Source: an optimization exercise on an open RTL-to-GDS flow (aim: a short achievable clock period and few clock cycles). Production flows keep margins and buffers that such runs may drop.
Function was checked by simulation only, so behaviour that the tests miss may differ from the original.
Power figures rest on the tool's default switching activity, not on a simulated workload.

Design rv_pipeline, start of the top module:
module rv_pipeline (
    input  logic             clock,
    input  logic             reset,
    input  logic [32-1:0] mem_rdata,
    output rv_pipeline_pkg::bus_cmd_e         mem_cmd,
    output logic [32-1:0] mem_addr,
    output logic [32-1:0] mem_wdata,
    output rv_pipeline_pkg::commit_t          commit,
    output logic             halted
);
    logic [31:0] fpc;
    logic        q0_v, q1_v;
    logic        q0_new, q1_new;   
    logic [31:0] q0_inst, q1_inst, q0_pc, q1_pc;
    logic [31:0] q0_tgt, q1_tgt;   
    logic        halting;          
    logic        e_v;
    logic [31:0] e_pc, e_a, e_b, e_sd, e_alt;
    logic [4:0]  e_rd;
    logic        e_wr, e_load, e_store, e_br, e_bne, e_pred, e_halt;
    logic        e_vbr, e_wrong;   
    logic [31:0] e_nb;             
    logic        e_op_add, e_op_sub, e_op_slt, e_op_xor, e_op_or, e_op_and;
    logic        e_fa, e_fb, e_fs;
    logic        m_v, m_dsel, m_store, m_load, m_wr, m_halt;
    logic [31:0] m_pc, m_res, m_sd;
    logic [4:0]  m_rd;
    logic [31:0] m_aq, f_aq;       
    logic [1:0]  m_cmd;
    logic        w_v, w_wr;
    logic [4:0]  w_rd;
    logic [31:0] w_pc, w_data;
    assign mem_addr  = m_aq | f_aq;
    assign mem_cmd   = rv_pipeline_pkg::bus_cmd_e'(m_cmd);
    assign mem_wdata = m_sd;
    assign commit.valid   = w_v;
    assign commit.pc      = w_pc;
    assign commit.wr_en   = w_wr;
    assign commit.wr_idx  = w_rd;
    assign commit.wr_data = w_data;
    function automatic logic pred_taken(input logic [31:0] w);
        pred_taken = (w[6:0] == 7'b1100011) && ((w[12] == 1'b0) == (w[19:15] == w[24:20]));
    endfunction
    function automatic logic [31:0] br_imm(input logic [31:0] w);
        br_imm = {{19{w[31]}}, w[31], w[7], w[30:25], w[11:8], 1'b0};
    endfunction
    logic [31:0] inst;
    logic [6:0]  opc;
    logic [2:0]  f3;
    logic [4:0]  rs1, rs2, rd;
  ...
Size: about 2700 flip-flops, about 130000 um^2 of cells after synthesis.
Settings: LEC_CHECK=0, CAP_MARGIN=35, CORE_MARGIN=2, CORE_UTILIZATION=55, SETUP_SLACK_MARGIN=3.0, SLEW_MARGIN=35; clock period 6.0 ns.
run.sh (not shown) runs the stock make flow with config.mk's settings and CLKGATE_MAP_FILE= SYNTH_SCRIPT=/design/flow/synth_recipe.tcl, a recipe that flattens the netlist after the stock synthesis.
Testbench counts at the start, summed over its fixed seeds: cycles 100,653.
Then changed:
--- a/flow/design.v
+++ b/flow/design.v
@@ -220,29 +220,26 @@
     assign taken      = eq ^ e_bne;
     assign mispredict = e_vbr && (eq == e_wrong);
     assign flush      = mispredict;
     localparam int NC = 8;
     logic [NC-1:0] c_v, c_pred, hitv;
     logic [29:0]   c_tag [NC];
     logic [31:0]   c_inst [NC];
     logic [31:0]   c_tgt [NC];
-    logic [31:0]   c_nxt [NC];     
     logic [2:0]    c_ptr;     
     logic          hit, h_pred;
-    logic [31:0]   h_inst, h_tgt, h_nxt;
+    logic [31:0]   h_inst, h_tgt;
     always_comb begin
         h_inst = '0;
         h_tgt  = '0;
-        h_nxt  = '0;
         for (int i = 0; i < NC; i++) begin
             hitv[i] = c_v[i] && (c_tag[i] == fpc[31:2]);
             h_inst  = h_inst | ({32{hitv[i]}} & c_inst[i]);
             h_tgt   = h_tgt  | ({32{hitv[i]}} & c_tgt[i]);
-            h_nxt   = h_nxt  | ({32{hitv[i]}} & c_nxt[i]);
         end
         hit    = |hitv;
         h_pred = |(hitv & c_pred);
     end
     logic        fill;
     logic [31:0] fill_inst, fill_pc, fill_tgt;
     assign fill      = (q0_v && q0_new) || (q1_v && q1_new);
     assign fill_inst = q1_new ? q1_inst : q0_inst;
@@ -267,32 +264,31 @@
     end
     always_ff @(posedge clock) begin
         st_word <= m_res[31:2];
         if (fill) begin
             c_tag[c_ptr]  <= fill_pc[31:2];
             c_inst[c_ptr] <= fill_inst;
             c_pred[c_ptr] <= pred_taken(fill_inst);
             c_tgt[c_ptr]  <= fill_tgt;
-            c_nxt[c_ptr]  <= pred_taken(fill_inst) ? fill_tgt : fill_pc + 32'd4;
         end
     end
     logic        fetch_ok, keep_fetch, f_pred, dsel_n;
     logic [31:0] f_word, f_tgt, fpc_n;
     assign f_word = m_dsel ? h_inst : mem_rdata;
     assign f_tgt  = m_dsel ? h_tgt : fpc + br_imm(mem_rdata);
     assign f_pred = m_dsel ? h_pred : pred_taken(mem_rdata);
     assign adv   = q0_v && !stall && !halting;
     assign issue = adv && !flush;
     assign fetch_ok   = (hit || !m_dsel) && (adv || !q1_v);
     assign keep_fetch = fetch_ok && !flush;
     always_comb begin
         if (reset)         fpc_n = 32'h0000_0000;
         else if (flush)    fpc_n = e_alt;
-        else if (fetch_ok) fpc_n = m_dsel ? h_nxt : (f_pred ? f_tgt : fpc + 32'd4);
+        else if (fetch_ok) fpc_n = f_pred ? f_tgt : fpc + 32'd4;
         else               fpc_n = fpc;
     end
     assign dsel_n = !reset && e_v && (e_load || e_store);
     always_ff @(posedge clock) begin
         fpc    <= fpc_n;
         f_aq   <= dsel_n ? '0 : fpc_n;
         m_aq   <= dsel_n ? (e_fa ? s10 : s00) : '0;  
         m_cmd  <= (dsel_n && e_store) ? 2'd2 : 2'd1;
Outcome: Cell area went down by 12%; via count went down by 11%; total power rose by 10%; clock power shrinks by about 9%; die area fell by 7.8%; routed wire length shrinks by 14%; synthesized area came out lower by 7.9%; count of clock-buffer cells in the layout falls by 28; fmax climbs by 4.6%; setup slack gets better by 0.17 ns; sequential power drops by about 3%; global-route usage fell by 3.6 points; non-clock buffer count went down by 374; sequential share of layout area came out higher by 1.0 points.
Testbench counts after the change, summed over its fixed seeds: cycles 100,653.

==> re-timing with driven ports <==
The flow's constraints put no driver on any port. The routed layouts listed below were extracted and timed again, unchanged, in two steps. Step 1 sets driving cells, clkbuf_16 on the clock port and buf_2 on the other inputs (assumed; they add their load-dependent delay and slew). Step 2 times the ports against the registers' clock, not the clock port: input delays grow and output delays shrink by t, the midpoint of the rising clock arrivals with the driver on. Three values: no drivers, after step 1, after step 2; two values: the first two.
| run | t (ns) | slack for setup (ns) | worst setup path at the end | worst register clock-pin slew, ns |
|---|---|---|---|---|
| the first run | 1.050 | 2.038 / 2.038 / 1.152 | input to register | 0.07 / 0.07 |
| the second run | 1.025 | 2.211 / 2.211 / 1.483 | input to register | 0.07 / 0.07 |
After both steps every run listed still meets setup and hold. For the first run, which loses most, drivers alone change the setup slack by 0.000 ns; drivers and shift together by -0.886 ns.
